Background: an optimization exercise with open tools, aiming at small area, a short achievable clock period and few clock cycles per item. Do not read the settings as production practice. No functional check of the RTL was part of this run. No activity file was given, so power comes from the tool's default toggle rates.

==> config.mk <==
export PLATFORM = sky130hd
export DESIGN_NAME = frac_sad_search
export DESIGN_NICKNAME = frac_sad_search
export VERILOG_FILES = /design/flow/design.v
export SDC_FILE = /design/flow/constraint.sdc
export NUM_CORES = 4
export LEC_CHECK = 0
export CAP_MARGIN = 50
export CORE_MARGIN = 2
export CORE_UTILIZATION = 40
export CTS_BUF_LIST = sky130_fd_sc_hd__clkbuf_8 sky130_fd_sc_hd__clkbuf_16
export CTS_CLUSTER_DIAMETER = 60
export CTS_CLUSTER_SIZE = 20
export SLEW_MARGIN = 75
==> constraint.sdc <==
create_clock -name core_clock -period 12.0 [get_ports {clk}]
set_input_delay 2.4000 -clock core_clock [delete_from_list [all_inputs] [get_ports {clk}]]
set_output_delay 2.4000 -clock core_clock [all_outputs]
set_load 0.01 [all_outputs]
==> design.v <==
module frac_sad_search #(
    parameter int WIDTH     = 8,
    parameter int HEIGHT    = 8,
    parameter int BITDEPTH  = 8,
    parameter int TAPS      = 8,
    parameter int HALF_TAPS = 3,
    parameter int SAD_W     = 14
) (
    input  logic                             clk,
    input  logic                             reset,
    input  logic                             in_valid,
    output logic                             in_ready,
    input  logic [(WIDTH+TAPS)*BITDEPTH-1:0] filter_pix,
    input  logic [WIDTH*BITDEPTH-1:0]        ref_pix,
    output logic                             out_valid,
    input  logic                             out_ack,
    output logic [SAD_W-1:0]                 sad_int,
    output logic [SAD_W-1:0]                 sad_h,
    output logic [SAD_W-1:0]                 sad_v,
    output logic [1:0]                       best_mode,
    output logic [SAD_W-1:0]                 best_sad
);
    localparam int BD   = BITDEPTH;
    localparam int NPX  = WIDTH + TAPS - 1;           
    localparam int LAST = HEIGHT + TAPS - 2;          
    localparam int RSW  = BD + $clog2(WIDTH);         
    logic [3:0]  cnt_q;            
    logic        ov_q;             
    logic        rdy_q;            
    logic        accept;
    logic [3:0]  cnt_d;
    logic        ov_d;
    logic        fin_q;
    assign in_ready = rdy_q;
    assign accept   = in_valid && rdy_q;
    always_comb begin
        cnt_d = cnt_q;
        if (accept) cnt_d = (cnt_q == 4'(LAST)) ? '0 : cnt_q + 4'd1;
        ov_d = ov_q;
        if (ov_q && out_ack) ov_d = 1'b0;
        else if (fin_q)      ov_d = 1'b1;
    end
    always_ff @(posedge clk) begin
        if (reset) begin
            cnt_q <= '0;
            ov_q  <= 1'b0;
            rdy_q <= 1'b1;
        end else begin
            cnt_q <= cnt_d;
            ov_q  <= ov_d;
            rdy_q <= !(ov_d && cnt_d == 4'(TAPS - 1));
        end
    end
    logic [NPX*BD-1:0]   row_q;
    logic [WIDTH*BD-1:0] ref_q;
    logic                v0_q, c0_q, f0_q, l0_q;
    always_ff @(posedge clk) begin
        row_q <= filter_pix[NPX*BD-1:0];
        ref_q <= ref_pix;
        c0_q  <= cnt_q >= 4'(TAPS - 1);
        f0_q  <= cnt_q == 4'(TAPS - 1);
        l0_q  <= cnt_q == 4'(LAST);
    end
    always_ff @(posedge clk) begin
        if (reset) v0_q <= 1'b0;
        else       v0_q <= accept;
    end
    localparam int CW = WIDTH * BD;                   
    localparam int EW = (NPX - WIDTH) * BD;           
    logic [CW-1:0] wc [TAPS-1];
    logic [EW-1:0] we [4];
    always_ff @(posedge clk) begin
        if (v0_q) begin
            for (int r = 0; r < TAPS - 2; r++) wc[r] <= wc[r+1];
            wc[TAPS-2] <= row_q[HALF_TAPS*BD +: CW];
            for (int r = 0; r < 3; r++) we[r] <= we[r+1];
            we[3] <= {row_q[NPX*BD-1 : (HALF_TAPS+WIDTH)*BD], row_q[HALF_TAPS*BD-1:0]};
        end
    end
    logic [NPX*BD-1:0]  hrow;
    logic [TAPS*BD-1:0] vcol [WIDTH];
    always_comb begin
        hrow = {we[0][EW-1 : HALF_TAPS*BD], wc[3], we[0][HALF_TAPS*BD-1:0]};
        for (int x = 0; x < WIDTH; x++) begin
            for (int t = 0; t < TAPS - 1; t++) vcol[x][t*BD +: BD] = wc[t][x*BD +: BD];
            vcol[x][(TAPS-1)*BD +: BD] = row_q[(x+HALF_TAPS)*BD +: BD];
        end
    end
    logic [9:0] vx [WIDTH], vy [WIDTH], hx [WIDTH], hy [WIDTH];
    logic       vc [WIDTH], hc [WIDTH];
    for (genvar x = 0; x < WIDTH; x++) begin : g_filt
        fsad_filt_cs u_v (.p(vcol[x]), .hx(vx[x]), .hy(vy[x]), .c6(vc[x]));
        fsad_filt_cs u_h (.p(hrow[x*BD +: TAPS*BD]), .hx(hx[x]), .hy(hy[x]), .c6(hc[x]));
    end
    logic [BD:0] di [WIDTH];
    always_comb begin
        for (int x = 0; x < WIDTH; x++) begin
            logic [BD:0] t;
            t = {1'b0, wc[3][x*BD +: BD]} - {1'b0, ref_q[x*BD +: BD]};
            di[x] = {t[BD], t[BD-1:0] ^ {BD{t[BD]}}};
        end
    end
    logic [9:0]    s1vx [WIDTH], s1vy [WIDTH], s1hx [WIDTH], s1hy [WIDTH];
    logic          s1vc [WIDTH], s1hc [WIDTH];
    logic [BD:0]   s1i [WIDTH];
    logic [BD-1:0] s1c [WIDTH];
    logic          v1_q, f1_q, l1_q;
    always_ff @(posedge clk) begin
        for (int x = 0; x < WIDTH; x++) begin
            s1vx[x] <= vx[x];
            s1vy[x] <= vy[x];
            s1vc[x] <= vc[x];
            s1hx[x] <= hx[x];
            s1hy[x] <= hy[x];
            s1hc[x] <= hc[x];
            s1i[x]  <= di[x];
            s1c[x]  <= ref_q[x*BD +: BD];
        end
        f1_q <= f0_q;
        l1_q <= l0_q;
    end
    always_ff @(posedge clk) begin
        if (reset) v1_q <= 1'b0;
        else       v1_q <= v0_q && c0_q;
    end
    logic [BD-1:0] fv [WIDTH], fh [WIDTH];
    for (genvar x = 0; x < WIDTH; x++) begin : g_fin
        fsad_filt_fin u_v (.hx(s1vx[x]), .hy(s1vy[x]), .c6(s1vc[x]), .f(fv[x]));
        fsad_filt_fin u_h (.hx(s1hx[x]), .hy(s1hy[x]), .c6(s1hc[x]), .f(fh[x]));
    end
    logic [RSW-1:0] rix, riy;
    fsad_rowsum_cs u_ri (.e0(s1i[0]), .e1(s1i[1]), .e2(s1i[2]), .e3(s1i[3]),
                         .e4(s1i[4]), .e5(s1i[5]), .e6(s1i[6]), .e7(s1i[7]), .rx(rix), .ry(riy));
    logic [BD-1:0]  s2v [WIDTH], s2h [WIDTH], s2c [WIDTH];
    logic [RSW-1:0] r2ix, r2iy;
    logic        v2_q, f2_q, l2_q;
    always_ff @(posedge clk) begin
        for (int x = 0; x < WIDTH; x++) begin
            s2v[x] <= fv[x];
            s2h[x] <= fh[x];
            s2c[x] <= s1c[x];
        end
        r2ix <= rix;
        r2iy <= riy;
        f2_q <= f1_q;
        l2_q <= l1_q;
    end
    always_ff @(posedge clk) begin
        if (reset) v2_q <= 1'b0;
        else       v2_q <= v1_q;
    end
    logic [BD:0] dv [WIDTH], dh [WIDTH];
    always_comb begin
        for (int x = 0; x < WIDTH; x++) begin
            logic [BD:0] t;
            t = {1'b0, s2v[x]} - {1'b0, s2c[x]};
            dv[x] = {t[BD], t[BD-1:0] ^ {BD{t[BD]}}};
            t = {1'b0, s2h[x]} - {1'b0, s2c[x]};
            dh[x] = {t[BD], t[BD-1:0] ^ {BD{t[BD]}}};
        end
    end
    logic [RSW-1:0] rhx, rhy, rvx, rvy;
    fsad_rowsum_cs u_rh (.e0(dh[0]), .e1(dh[1]), .e2(dh[2]), .e3(dh[3]),
                         .e4(dh[4]), .e5(dh[5]), .e6(dh[6]), .e7(dh[7]), .rx(rhx), .ry(rhy));
    fsad_rowsum_cs u_rv (.e0(dv[0]), .e1(dv[1]), .e2(dv[2]), .e3(dv[3]),
                         .e4(dv[4]), .e5(dv[5]), .e6(dv[6]), .e7(dv[7]), .rx(rvx), .ry(rvy));
    logic [RSW-1:0] r3hx, r3hy, r3vx, r3vy;
    logic           v3_q, f3_q, l3_q;
    always_ff @(posedge clk) begin
        r3hx <= rhx;
        r3hy <= rhy;
        r3vx <= rvx;
        r3vy <= rvy;
        f3_q <= f2_q;
        l3_q <= l2_q;
    end
    always_ff @(posedge clk) begin
        if (reset) v3_q <= 1'b0;
        else       v3_q <= v2_q;
    end
    logic [SAD_W-1:0] acc_i;
    always_ff @(posedge clk) begin
        if (v2_q) acc_i <= (f2_q ? '0 : acc_i) + SAD_W'(r2ix) + SAD_W'(r2iy);
    end
    logic [SAD_W-1:0] acc_h, acc_v;
    always_ff @(posedge clk) begin
        if (v3_q) begin
            acc_h <= (f3_q ? '0 : acc_h) + SAD_W'(r3hx) + SAD_W'(r3hy);
            acc_v <= (f3_q ? '0 : acc_v) + SAD_W'(r3vx) + SAD_W'(r3vy);
        end
    end
    always_ff @(posedge clk) begin
        if (reset) fin_q <= 1'b0;
        else       fin_q <= v3_q && l3_q;
    end
    logic [1:0]       bm_c, bm_q;
    logic [SAD_W-1:0] bs_c, bs_q;
    always_comb begin
        logic hi, vi, vh;
        hi = acc_h < acc_i;
        vi = acc_v < acc_i;
        vh = acc_v < acc_h;
        if (hi) begin
            bm_c = vh ? 2'd2 : 2'd1;
            bs_c = vh ? acc_v : acc_h;
        end else begin
            bm_c = vi ? 2'd2 : 2'd0;
            bs_c = vi ? acc_v : acc_i;
        end
    end
    always_ff @(posedge clk) begin
        if (fin_q) begin
            bm_q <= bm_c;
            bs_q <= bs_c;
        end
    end
    assign out_valid = ov_q;
    assign sad_int   = acc_i;
    assign sad_h     = acc_h;
    assign sad_v     = acc_v;
    assign best_mode = bm_q;
    assign best_sad  = bs_q;
endmodule
module fsad_filt_cs (
    input  logic [63:0] p,
    output logic [9:0]  hx,
    output logic [9:0]  hy,
    output logic        c6
);
    wire n1 = ~p[16];
    wire n2 = ~p[40];
    wire n3 = ~p[0];
    wire n4 = ~p[56];
    wire n5 = ~p[17];
    wire n6 = ~p[41];
    wire n7 = ~p[1];
    wire n8 = ~p[57];
    wire n9 = ~p[18];
    wire n10 = ~p[42];
    wire n11 = ~p[2];
    wire n12 = ~p[58];
    wire n13 = ~p[19];
    wire n14 = ~p[43];
    wire n15 = ~p[3];
    wire n16 = ~p[59];
    wire n17 = ~p[20];
    wire n18 = ~p[44];
    wire n19 = ~p[4];
    wire n20 = ~p[60];
    wire n21 = ~p[21];
    wire n22 = ~p[45];
    wire n23 = ~p[5];
    wire n24 = ~p[61];
    wire n25 = ~p[22];
    wire n26 = ~p[46];
    wire n27 = ~p[6];
    wire n28 = ~p[62];
    wire n29 = ~p[23];
    wire n30 = ~p[47];
    wire n31 = ~p[7];
    wire n32 = ~p[63];
    wire n33, n34;
    assign {n34, n33} = {1'b0, p[24]} + {1'b0, p[26]} + {1'b0, p[32]};
    wire n35, n36;
    assign {n36, n35} = {1'b0, p[25]} + {1'b0, p[27]} + {1'b0, p[33]};
    wire n37, n38;
    assign {n38, n37} = {1'b0, p[26]} + {1'b0, p[28]} + {1'b0, p[34]};
    wire n39, n40;
    assign {n40, n39} = {1'b0, p[24]} + {1'b0, p[32]} + {1'b0, n1};
    wire n41, n42;
    assign {n42, n41} = {1'b0, n9} + {1'b0, n13} + {1'b0, n2};
    wire n43, n44;
    assign {n44, n43} = {1'b0, p[25]} + {1'b0, p[33]} + {1'b0, n5};
    wire n45, n46;
    assign {n46, n45} = {1'b0, n13} + {1'b0, n17} + {1'b0, n6};
    wire n47, n48;
    assign {n48, n47} = {1'b0, n14} + {1'b0, n18} + {1'b0, p[10]};
    wire n49, n50;
    assign {n50, n49} = {1'b0, p[34]} + {1'b0, n9} + {1'b0, n17};
    wire n51, n52;
    assign {n52, n51} = {1'b0, n21} + {1'b0, n10} + {1'b0, n18};
    wire n53, n54;
    assign {n54, n53} = {1'b0, n22} + {1'b0, p[11]} + {1'b0, p[51]};
    wire n55 = n23 ^ n24;
    wire n56 = n23 & n24;
    wire n57, n58;
    assign {n58, n57} = {1'b0, p[35]} + {1'b0, n13} + {1'b0, n21};
    wire n59, n60;
    assign {n60, n59} = {1'b0, n25} + {1'b0, n14} + {1'b0, n22};
    wire n61, n62;
    assign {n62, n61} = {1'b0, n26} + {1'b0, p[12]} + {1'b0, p[52]};
    wire n63, n64;
    assign {n64, n63} = {1'b0, n27} + {1'b0, n28} + {1'b0, n34};
    wire n65, n66;
    assign {n66, n65} = {1'b0, p[36]} + {1'b0, n17} + {1'b0, n25};
    wire n67, n68;
    assign {n68, n67} = {1'b0, n29} + {1'b0, n18} + {1'b0, n26};
    wire n69, n70;
    assign {n70, n69} = {1'b0, n30} + {1'b0, p[13]} + {1'b0, p[53]};
    wire n71, n72;
    assign {n72, n71} = {1'b0, n31} + {1'b0, n32} + {1'b0, n36};
    wire n73, n74;
    assign {n74, n73} = {1'b0, p[27]} + {1'b0, p[29]} + {1'b0, p[35]};
    wire n75, n76;
    assign {n76, n75} = {1'b0, p[37]} + {1'b0, n21} + {1'b0, n29};
    wire n77, n78;
    assign {n78, n77} = {1'b0, n22} + {1'b0, n30} + {1'b0, p[14]};
    wire n79, n80;
    assign {n80, n79} = {1'b0, p[28]} + {1'b0, p[30]} + {1'b0, p[36]};
    wire n81, n82;
    assign {n82, n81} = {1'b0, n5} + {1'b0, n9} + {1'b0, n6};
    wire n83, n84;
    assign {n84, n83} = {1'b0, n10} + {1'b0, n14} + {1'b0, p[9]};
    wire n85, n86;
    assign {n86, n85} = {1'b0, p[49]} + {1'b0, n15} + {1'b0, n16};
    wire n87, n88;
    assign {n88, n87} = {1'b0, p[50]} + {1'b0, n19} + {1'b0, n20};
    wire n89, n90;
    assign {n90, n89} = {1'b0, 1'b1} + {1'b0, n40} + {1'b0, n42};
    wire n91 = n43 ^ n45;
    wire n92 = n43 & n45;
    wire n93, n94;
    assign {n94, n93} = {1'b0, 1'b1} + {1'b0, n33} + {1'b0, n44};
    wire n95, n96;
    assign {n96, n95} = {1'b0, n46} + {1'b0, n48} + {1'b0, n49};
    wire n97, n98;
    assign {n98, n97} = {1'b0, n51} + {1'b0, n53} + {1'b0, n55};
    wire n99, n100;
    assign {n100, n99} = {1'b0, n35} + {1'b0, n50} + {1'b0, n52};
    wire n101, n102;
    assign {n102, n101} = {1'b0, n54} + {1'b0, n56} + {1'b0, n57};
    wire n103, n104;
    assign {n104, n103} = {1'b0, n59} + {1'b0, n61} + {1'b0, n63};
    wire n105, n106;
    assign {n106, n105} = {1'b0, n37} + {1'b0, n58} + {1'b0, n60};
    wire n107, n108;
    assign {n108, n107} = {1'b0, n62} + {1'b0, n64} + {1'b0, n65};
    wire n109, n110;
    assign {n110, n109} = {1'b0, n67} + {1'b0, n69} + {1'b0, n71};
    wire n111, n112;
    assign {n112, n111} = {1'b0, p[54]} + {1'b0, n38} + {1'b0, n66};
    wire n113, n114;
    assign {n114, n113} = {1'b0, n68} + {1'b0, n70} + {1'b0, n72};
    wire n115, n116;
    assign {n116, n115} = {1'b0, n73} + {1'b0, n75} + {1'b0, n77};
    wire n117, n118;
    assign {n118, n117} = {1'b0, p[38]} + {1'b0, n25} + {1'b0, n26};
    wire n119, n120;
    assign {n120, n119} = {1'b0, p[15]} + {1'b0, p[55]} + {1'b0, n74};
    wire n121, n122;
    assign {n122, n121} = {1'b0, n76} + {1'b0, n78} + {1'b0, n79};
    wire n123, n124;
    assign {n124, n123} = {1'b0, p[29]} + {1'b0, p[31]} + {1'b0, p[37]};
    wire n125, n126;
    assign {n126, n125} = {1'b0, p[39]} + {1'b0, n29} + {1'b0, n30};
    wire n127, n128;
    assign {n128, n127} = {1'b0, n1} + {1'b0, n5} + {1'b0, n2};
    wire n129, n130;
    assign {n130, n129} = {1'b0, n10} + {1'b0, p[8]} + {1'b0, p[48]};
    wire n131 = n11 ^ n12;
    wire n132 = n11 & n12;
    wire n133, n134;
    assign {n134, n133} = {1'b0, 1'b1} + {1'b0, n39} + {1'b0, n41};
    wire n135, n136;
    assign {n136, n135} = {1'b0, n82} + {1'b0, n83} + {1'b0, n85};
    wire n137, n138;
    assign {n138, n137} = {1'b0, n47} + {1'b0, n84} + {1'b0, n86};
    wire n139, n140;
    assign {n140, n139} = {1'b0, n87} + {1'b0, n89} + {1'b0, n91};
    wire n141, n142;
    assign {n142, n141} = {1'b0, n88} + {1'b0, n90} + {1'b0, n92};
    wire n143, n144;
    assign {n144, n143} = {1'b0, n93} + {1'b0, n95} + {1'b0, n97};
    wire n145, n146;
    assign {n146, n145} = {1'b0, n94} + {1'b0, n96} + {1'b0, n98};
    wire n147, n148;
    assign {n148, n147} = {1'b0, n99} + {1'b0, n101} + {1'b0, n103};
    wire n149, n150;
    assign {n150, n149} = {1'b0, n100} + {1'b0, n102} + {1'b0, n104};
    wire n151, n152;
    assign {n152, n151} = {1'b0, n105} + {1'b0, n107} + {1'b0, n109};
    wire n153, n154;
    assign {n154, n153} = {1'b0, n106} + {1'b0, n108} + {1'b0, n110};
    wire n155, n156;
    assign {n156, n155} = {1'b0, n111} + {1'b0, n113} + {1'b0, n115};
    wire n157, n158;
    assign {n158, n157} = {1'b0, n112} + {1'b0, n114} + {1'b0, n116};
    wire n159, n160;
    assign {n160, n159} = {1'b0, n117} + {1'b0, n119} + {1'b0, n121};
    wire n161, n162;
    assign {n162, n161} = {1'b0, n80} + {1'b0, n118} + {1'b0, n120};
    wire n163, n164;
    assign {n164, n163} = {1'b0, n122} + {1'b0, n123} + {1'b0, n125};
    wire n165, n166;
    assign {n166, n165} = {1'b0, p[30]} + {1'b0, p[38]} + {1'b0, n124};
    wire n167 = n1 ^ n2;
    wire n168 = n1 & n2;
    wire n169, n170;
    assign {n170, n169} = {1'b0, n6} + {1'b0, n7} + {1'b0, n8};
    wire n171, n172;
    assign {n172, n171} = {1'b0, n81} + {1'b0, n128} + {1'b0, n129};
    wire n173, n174;
    assign {n174, n173} = {1'b0, n130} + {1'b0, n132} + {1'b0, n133};
    wire n175, n176;
    assign {n176, n175} = {1'b0, n134} + {1'b0, n136} + {1'b0, n137};
    wire n177, n178;
    assign {n178, n177} = {1'b0, n138} + {1'b0, n140} + {1'b0, n141};
    wire n179, n180;
    assign {n180, n179} = {1'b0, n142} + {1'b0, n144} + {1'b0, n145};
    wire n181, n182;
    assign {n182, n181} = {1'b0, n146} + {1'b0, n148} + {1'b0, n149};
    wire n183, n184;
    assign {n184, n183} = {1'b0, n150} + {1'b0, n152} + {1'b0, n153};
    wire n185, n186;
    assign {n186, n185} = {1'b0, n154} + {1'b0, n156} + {1'b0, n157};
    wire n187, n188;
    assign {n188, n187} = {1'b0, n158} + {1'b0, n160} + {1'b0, n161};
    wire n189, n190;
    assign {n190, n189} = {1'b0, n126} + {1'b0, n162} + {1'b0, n164};
    wire n191 = p[31] ^ p[39];
    wire n192 = p[31] & p[39];
    wire n193 = n3 ^ n4;
    wire n194 = n3 & n4;
    wire n195, n196;
    assign {n196, n195} = {1'b0, n127} + {1'b0, n168} + {1'b0, n169};
    wire n197, n198;
    assign {n198, n197} = {1'b0, n131} + {1'b0, n170} + {1'b0, n171};
    wire n199, n200;
    assign {n200, n199} = {1'b0, n135} + {1'b0, n172} + {1'b0, n173};
    wire n201, n202;
    assign {n202, n201} = {1'b0, n139} + {1'b0, n174} + {1'b0, n175};
    wire n203, n204;
    assign {n204, n203} = {1'b0, n143} + {1'b0, n176} + {1'b0, n177};
    wire n205, n206;
    assign {n206, n205} = {1'b0, n147} + {1'b0, n178} + {1'b0, n179};
    wire n207, n208;
    assign {n208, n207} = {1'b0, n151} + {1'b0, n180} + {1'b0, n181};
    wire n209, n210;
    assign {n210, n209} = {1'b0, n155} + {1'b0, n182} + {1'b0, n183};
    wire n211, n212;
    assign {n212, n211} = {1'b0, n159} + {1'b0, n184} + {1'b0, n185};
    wire n213, n214;
    assign {n214, n213} = {1'b0, n163} + {1'b0, n186} + {1'b0, n187};
    wire n215, n216;
    assign {n216, n215} = {1'b0, n165} + {1'b0, n188} + {1'b0, n189};
    wire n217, n218;
    assign {n218, n217} = {1'b0, n166} + {1'b0, n190} + {1'b0, n191};
    wire [15:0] x = {1'b0, 1'b0, ~n192, ~n216, ~n214, ~n212, ~n210, ~n208, ~n206, ~n204, ~n202, ~n200, ~n198, ~n196, ~n194, ~n167};
    wire [15:0] y = {1'b0, 1'b0, ~n218, ~n217, ~n215, ~n213, ~n211, ~n209, ~n207, ~n205, ~n203, ~n201, ~n199, ~n197, ~n195, ~n193};
    wire [6:0] lo = {1'b0, x[5:0] ^ 6'd63} + {1'b0, y[5:0] ^ 6'd63};
    assign hx = x[15:6];
    assign hy = y[15:6];
    assign c6 = lo[6];
endmodule
module fsad_filt_fin (
    input  logic [9:0] hx,
    input  logic [9:0] hy,
    input  logic       c6,
    output logic [7:0] f
);
    wire [9:0] s = (hx ^ 10'd255) + (hy ^ 10'd255) + {9'd0, c6} + 10'd928;
    assign f = s[9] ? 8'd0 : s[8] ? 8'd255 : s[7:0];
endmodule
module fsad_rowsum_cs (
    input  logic [8:0]  e0,
    input  logic [8:0]  e1,
    input  logic [8:0]  e2,
    input  logic [8:0]  e3,
    input  logic [8:0]  e4,
    input  logic [8:0]  e5,
    input  logic [8:0]  e6,
    input  logic [8:0]  e7,
    output logic [10:0] rx,
    output logic [10:0] ry
);
    wire n1, n2;
    assign {n2, n1} = {1'b0, e0[0]} + {1'b0, e0[8]} + {1'b0, e1[0]};
    wire n3 = e1[8] ^ e2[0];
    wire n4 = e1[8] & e2[0];
    wire n5, n6;
    assign {n6, n5} = {1'b0, e2[8]} + {1'b0, e3[0]} + {1'b0, e3[8]};
    wire n7, n8;
    assign {n8, n7} = {1'b0, e4[0]} + {1'b0, e4[8]} + {1'b0, e5[0]};
    wire n9, n10;
    assign {n10, n9} = {1'b0, e0[1]} + {1'b0, e1[1]} + {1'b0, e2[1]};
    wire n11 = e3[1] ^ e4[1];
    wire n12 = e3[1] & e4[1];
    wire n13 = e0[2] ^ e1[2];
    wire n14 = e0[2] & e1[2];
    wire n15, n16;
    assign {n16, n15} = {1'b0, e5[8]} + {1'b0, e6[0]} + {1'b0, e6[8]};
    wire n17 = e7[0] ^ e7[8];
    wire n18 = e7[0] & e7[8];
    wire n19, n20;
    assign {n20, n19} = {1'b0, e5[1]} + {1'b0, e6[1]} + {1'b0, e7[1]};
    wire n21, n22;
    assign {n22, n21} = {1'b0, n2} + {1'b0, n4} + {1'b0, n6};
    wire n23 = n8 ^ n9;
    wire n24 = n8 & n9;
    wire n25, n26;
    assign {n26, n25} = {1'b0, e2[2]} + {1'b0, e3[2]} + {1'b0, e4[2]};
    wire n27, n28;
    assign {n28, n27} = {1'b0, e5[2]} + {1'b0, e6[2]} + {1'b0, e7[2]};
    wire n29, n30;
    assign {n30, n29} = {1'b0, n10} + {1'b0, n12} + {1'b0, n13};
    wire n31, n32;
    assign {n32, n31} = {1'b0, e0[3]} + {1'b0, e1[3]} + {1'b0, e2[3]};
    wire n33, n34;
    assign {n34, n33} = {1'b0, e3[3]} + {1'b0, e4[3]} + {1'b0, e5[3]};
    wire n35, n36;
    assign {n36, n35} = {1'b0, e6[3]} + {1'b0, e7[3]} + {1'b0, n14};
    wire n37, n38;
    assign {n38, n37} = {1'b0, e0[4]} + {1'b0, e1[4]} + {1'b0, e2[4]};
    wire n39, n40;
    assign {n40, n39} = {1'b0, e3[4]} + {1'b0, e4[4]} + {1'b0, e5[4]};
    wire n41 = e6[4] ^ e7[4];
    wire n42 = e6[4] & e7[4];
    wire n43, n44;
    assign {n44, n43} = {1'b0, e0[5]} + {1'b0, e1[5]} + {1'b0, e2[5]};
    wire n45, n46;
    assign {n46, n45} = {1'b0, e3[5]} + {1'b0, e4[5]} + {1'b0, e5[5]};
    wire n47 = e6[5] ^ e7[5];
    wire n48 = e6[5] & e7[5];
    wire n49, n50;
    assign {n50, n49} = {1'b0, e0[6]} + {1'b0, e1[6]} + {1'b0, e2[6]};
    wire n51, n52;
    assign {n52, n51} = {1'b0, e3[6]} + {1'b0, e4[6]} + {1'b0, e5[6]};
    wire n53 = e6[6] ^ e7[6];
    wire n54 = e6[6] & e7[6];
    wire n55, n56;
    assign {n56, n55} = {1'b0, e0[7]} + {1'b0, e1[7]} + {1'b0, e2[7]};
    wire n57, n58;
    assign {n58, n57} = {1'b0, e3[7]} + {1'b0, e4[7]} + {1'b0, e5[7]};
    wire n59 = e6[7] ^ e7[7];
    wire n60 = e6[7] & e7[7];
    wire n61, n62;
    assign {n62, n61} = {1'b0, n1} + {1'b0, n3} + {1'b0, n5};
    wire n63, n64;
    assign {n64, n63} = {1'b0, n11} + {1'b0, n16} + {1'b0, n18};
    wire n65 = n19 ^ n21;
    wire n66 = n19 & n21;
    wire n67, n68;
    assign {n68, n67} = {1'b0, n20} + {1'b0, n22} + {1'b0, n24};
    wire n69, n70;
    assign {n70, n69} = {1'b0, n25} + {1'b0, n27} + {1'b0, n29};
    wire n71, n72;
    assign {n72, n71} = {1'b0, n26} + {1'b0, n28} + {1'b0, n30};
    wire n73, n74;
    assign {n74, n73} = {1'b0, n31} + {1'b0, n33} + {1'b0, n35};
    wire n75, n76;
    assign {n76, n75} = {1'b0, n32} + {1'b0, n34} + {1'b0, n36};
    wire n77, n78;
    assign {n78, n77} = {1'b0, n37} + {1'b0, n39} + {1'b0, n41};
    wire n79, n80;
    assign {n80, n79} = {1'b0, n38} + {1'b0, n40} + {1'b0, n42};
    wire n81, n82;
    assign {n82, n81} = {1'b0, n43} + {1'b0, n45} + {1'b0, n47};
    wire n83, n84;
    assign {n84, n83} = {1'b0, n44} + {1'b0, n46} + {1'b0, n48};
    wire n85, n86;
    assign {n86, n85} = {1'b0, n49} + {1'b0, n51} + {1'b0, n53};
    wire n87, n88;
    assign {n88, n87} = {1'b0, n50} + {1'b0, n52} + {1'b0, n54};
    wire n89, n90;
    assign {n90, n89} = {1'b0, n55} + {1'b0, n57} + {1'b0, n59};
    wire n91 = n56 ^ n58;
    wire n92 = n56 & n58;
    wire n93 = n7 ^ n15;
    wire n94 = n7 & n15;
    wire n95, n96;
    assign {n96, n95} = {1'b0, n23} + {1'b0, n62} + {1'b0, n63};
    wire n97, n98;
    assign {n98, n97} = {1'b0, n64} + {1'b0, n66} + {1'b0, n67};
    wire n99, n100;
    assign {n100, n99} = {1'b0, n68} + {1'b0, n70} + {1'b0, n71};
    wire n101, n102;
    assign {n102, n101} = {1'b0, n72} + {1'b0, n74} + {1'b0, n75};
    wire n103, n104;
    assign {n104, n103} = {1'b0, n76} + {1'b0, n78} + {1'b0, n79};
    wire n105, n106;
    assign {n106, n105} = {1'b0, n80} + {1'b0, n82} + {1'b0, n83};
    wire n107, n108;
    assign {n108, n107} = {1'b0, n84} + {1'b0, n86} + {1'b0, n87};
    wire n109, n110;
    assign {n110, n109} = {1'b0, n60} + {1'b0, n88} + {1'b0, n90};
    wire n111 = n17 ^ n61;
    wire n112 = n17 & n61;
    wire n113, n114;
    assign {n114, n113} = {1'b0, n65} + {1'b0, n94} + {1'b0, n95};
    wire n115, n116;
    assign {n116, n115} = {1'b0, n69} + {1'b0, n96} + {1'b0, n97};
    wire n117, n118;
    assign {n118, n117} = {1'b0, n73} + {1'b0, n98} + {1'b0, n99};
    wire n119, n120;
    assign {n120, n119} = {1'b0, n77} + {1'b0, n100} + {1'b0, n101};
    wire n121, n122;
    assign {n122, n121} = {1'b0, n81} + {1'b0, n102} + {1'b0, n103};
    wire n123, n124;
    assign {n124, n123} = {1'b0, n85} + {1'b0, n104} + {1'b0, n105};
    wire n125, n126;
    assign {n126, n125} = {1'b0, n89} + {1'b0, n106} + {1'b0, n107};
    wire n127, n128;
    assign {n128, n127} = {1'b0, n91} + {1'b0, n108} + {1'b0, n109};
    wire n129 = n92 ^ n110;
    wire n130 = n92 & n110;
    assign rx = {n130, n128, n126, n124, n122, n120, n118, n116, n114, n112, n93};
    assign ry = {1'b0, n129, n127, n125, n123, n121, n119, n117, n115, n113, n111};
endmodule
==> flow/run.sh <==
#!/bin/bash
# Standard layout (the standard.sh, unchanged synthesis), with port buffers of
# type buf_2 and timing repair aimed at a tighter setup margin.
bash standard.sh SETUP_SLACK_MARGIN=8.3 'BUFFER_PORTS_ARGS=-buffer_cell sky130_fd_sc_hd__buf_2' finish > standard.log 2>&1
==> standard.sh <==
#!/bin/bash
# synth_recipe.tcl (not shown) runs the flow's synth.tcl, then flattens the netlist and writes it again
# the make line also repeats each setting of config.mk as NAME=value (left out here)
make -C /OpenROAD-flow-scripts/flow DESIGN_CONFIG=/design/flow/config.mk WORK_HOME=/design/flow/orfs CLKGATE_MAP_FILE= SYNTH_SCRIPT=/design/flow/synth_recipe.tcl "${@:-finish}"
==> run summary <==
## final cells by class
class / instances / area (um2)
Antenna cell: 3 / 7.507
Tap cell: 3384 / 4234
Sequential cell: 1597 / 39340
Fill cell: 22710 / 133400
Clock buffer: 165 / 4095
Clock inverter: 128 / 1592
Timing Repair Buffer: 750 / 6201
Inverter: 2178 / 8309
Multi-Input combinational cell: 4730 / 59720
## stage by stage
stage / hold WS [ns] / utilization, %
3_5_place_dp: 0.3121 / 43.81
3_3_place_gp: 0.3106 / 42.83
5_1_grt: 0.3168 / 48.07
6_report: 0.3146 / 48.07
2_1_floorplan: 0.3095 / -
4_1_cts: 0.3139 / 47.14
## cells in the mapped netlist, types with 22 or more instances
master / number / area share (%)
a211oi_1: 64 / 0.46
a21boi_0: 37 / 0.27
a21o_1: 87 / 0.63
a21oi_1: 258 / 1.2
a22oi_1: 27 / 0.20
a31o_2: 24 / 0.20
and2_1: 31 / 0.19
dfxtp_1: 867 / 17
edfxtp_1: 730 / 21
fa_1: 1562 / 30
ha_1: 698 / 8.4
inv_1: 2178 / 7.9
nand2_1: 156 / 0.57
nand2b_1: 60 / 0.36
nand3_1: 55 / 0.27
nor2_1: 329 / 1.2
nor2b_1: 89 / 0.54
nor3_1: 80 / 0.39
o211ai_1: 30 / 0.22
o21a_1: 68 / 0.49
o21ai_0: 175 / 0.85
o21bai_1: 45 / 0.33
o22ai_1: 40 / 0.24
o32ai_1: 28 / 0.24
or2_2: 22 / 0.13
or3_1: 47 / 0.28
xnor2_1: 270 / 2.3
xor2_1: 118 / 1.0
## repair_timing
item | CTS | global route
pin swaps | 227 | 232
gates cloned | 0 | 1
resized for setup | 402 | 226
endpoints found under the setup margin | 216 | 232
setup buffers | 183 | 98
## registers in the layout, summed over array words and instances, names as in the netlist, 72 cells and up
name	cells
s1i	72
row_q	120
wc	448
we	224
## where the power goes
part	switching, uW	leakage, uW	total [uW]	internal, uW
Sequential	505	0.0141	7740	7240
Combinational	14600	0.0384	26100	11500
Clock	2560	0.00279	5300	2740
## layout by cell type (no fill, tap or decap), types with 54 or more instances in the layout
master     instances
a21o_1            86
a21oi_1          206
buf_2            271
buf_4            278
buf_6             95
clkbuf_16        163
dfxtp_1          833
edfxtp_1         730
fa_1            1327
fa_2             235
ha_1             659
inv_1           2033
inv_2            117
nand2_1          150
nand2b_1          57
nand3_1           54
nor2_1           320
nor2b_1           89
o21a_1            67
o21ai_0          120
o21ai_1           59
xnor2_1          185
xnor2_2           65
xor2_1            74
## layer usage
layer  track usage (%)  part of all wire [%]
met1             28.17                    44
met2             33.50                    47
met3             3.391                   5.1
met4             7.142                   4.1
met5                 0                 0.019
## worst max-delay path: cells and delay by family (launching register included)
family / cells / cell delay [ns]
AO/OA/AOI/OAI: 4 / 0.65
XOR/XNOR: 1 / 0.12
flip-flops: 1 / 0.30
adder cells (fa/ha/maj): 7 / 2.63
AND/OR/NAND/NOR: 2 / 0.27
buffers and inverters: 8 / 0.45
## cell families after synthesis
kind of cell / Yosys count / synth area share, %
xor gates and xnor gates: 389 / 3.302
buffers and inverters: 2198 / 7.985
muxes: 18 / 0.1791
and+or+nand+nor: 953 / 4.509
AOI/OAI and AO/OA: 1094 / 7.205
adders and majority gates: 2276 / 38.84
DFF: 1597 / 37.98
## worst paths after layout
check                               start        end  slack [ns]  cells past startpoint
worst max register to register  s2h[2][0]    r3hy[2]        7.46                     22
worst max-delay path            s2h[2][0]    r3hy[2]        7.46                     22
worst min-delay path            s1c[7][7]  s2c[7][7]        0.31                      0
worst min register to register  s1c[7][7]  s2c[7][7]        0.31                      0
==> run_results.csv <==
group,metric,value,unit
floorplan,die_area,0.2626,mm2
cts,cts.sinks,1597,
logic_synthesis,yosysSeqAreaShare,37.98,%
grt,grt_pass1_wl,407200,um
logic_synthesis,synth_cell_types,83,
worst_setup_path,cpMostUsedCell,"inv_2",
timing,final-setup-viol-count,0,
cts,cts_buffer_depth,3,
grt,track_usage,20.69,%
routing,detail-route-antenna-nets,0,
worst_setup_path,critPathArrivalTime,5.29,ns
timing,setup-tns-final,0,ns
logic_synthesis,synth-seq-cells,1597,
placement,place.gp.congestion,0.9232,
timing,rsz0062_at_grt,"yes",
routing,vias,62090,
routing,via_per_inst,4.800,
logic_synthesis,synth_warnings,43,
floorplan,die_w,512.5,um
routing,drc,0,
worst_setup_path,crit_chain,"inv_1, ha_2, inv_2, fa_2, a21o_1, a21oi_2, o21ai_2, and3_4, o21a_4, nor2_4, buf_6, xnor2_4, fa_2, inv_2, ha_4, inv_2, fa_1, inv_2, fa_2, inv_2, fa_2, inv_2",
cells_and_area,syn_to_final_growth,19.42,%
timing,timing.final.max_slew_violations,0,
timing,tightest_slew,0.4911,ns
worst_setup_path,start_kind,"flop",
placement,hpwlAfterDp,217600,um
timing,finalClockSkew,0.05429,ns
cts,cts_buffers,156,
cts,clk_pin_slew_worst_paths,0.08,ns
floorplan,pin_count,256,
grt,grt_pass1_vias,66590,
logic_synthesis,syn_nets,10980,
logic_synthesis,synth-main-ff-cell,"dfxtp_1",
floorplan,rows,186,
routing,drt-initial-drc-count,3778,
routing,first_pass_iters,5,
grt,grt_max_degree,46,
timing,period_share,37.86,%
timing,relSlewSlack,67.15,%
cts,cts-root-buf,"clkbuf_16",
placement,detailed_place.area,0.1126,mm2
routing,routed_wl,268000,um
hold_path,hp-class,"reg2reg",
timing,layout_min_cycle_time,4.543,ns
logic_synthesis,synth_area,0.1034,mm2
cells_and_area,drive_above_1_share,20.14,%
floorplan,initial_core_util,40.25,%
worst_setup_path,crit_slowest_cell,"fa_2",
logic_synthesis,synthArstFlopShare,0,%
cts,cts_max_level,4,
worst_setup_path,crit_type,"reg2reg",
cells_and_area,fin_nets,11870,
timing,max_freq,220.1,MHz
timing,final_hold_viol_count,0,
worst_setup_path,cp-end-kind,"flop",
power,power,39170,uW
grt,antenna_found_initial,17,
timing,setup_ws,7.457,ns
run,maxCapViolations,0,
placement,post-place-ws,7.054,ns
power,power.leakage,0.05529,uW
logic_synthesis,avgSynthCellArea,12.13,um2
grt,grt-ovfl-total,0,
routing,wl_per_cell,20.72,um
cts,cts_tree,"built",
status,outcome,"complete, no violations",
worst_setup_path,critPathRequiredTime,12.75,ns
worst_setup_path,cpPeakStageDelay,0.52,ns
power,power.density,317.1,mW/mm2
logic_synthesis,synth-edff-count,730,
cts,insertion_delay,0.86,ns
cells_and_area,final_cells,12940,
floorplan,fp.dieH,512.5,um
cts,ctsHoldBuffers,0,
cells_and_area,design_area,0.1235,mm2
logic_synthesis,synthCells,8525,
worst_setup_path,worstPathMaxFanout,2,
power,irDropWorstVdd,0.0006303,V
floorplan,core,0.2569,mm2
placement,numPortBuffers,247,
placement,dp.cells,12340,

-- separate check: timing with driven ports --
Ports are ideal in the flow. The routed layout listed here was re-timed in OpenROAD.
Step 1 (the two cells are an assumption about what drives the block):
set clk [get_ports {clk}]
set_driving_cell -lib_cell sky130_fd_sc_hd__clkbuf_16 $clk
set_driving_cell -lib_cell sky130_fd_sc_hd__buf_2 [delete_from_list [all_inputs] $clk]
Step 2 moves the port delays by t, midway between the first and last clock arrival at a register: inputs arrive t later, outputs are due t later. That takes back most of the time a late clock gives input paths.
a / b / c = no drivers / after step 1 / after step 2; a / b = the first two.
t, ns: 0.917
setup slack, ns: 7.457 / 7.457 / 7.457
clock arrival spread, ns: 0.063 / 0.063
worst slew at a driven data input, ns: 0.06
cell pins on the clock port's net: 1
After both steps setup and hold are still met in this run. The setup slack of this run moves by 0.000 ns with the drivers and by 0.000 ns with both steps.
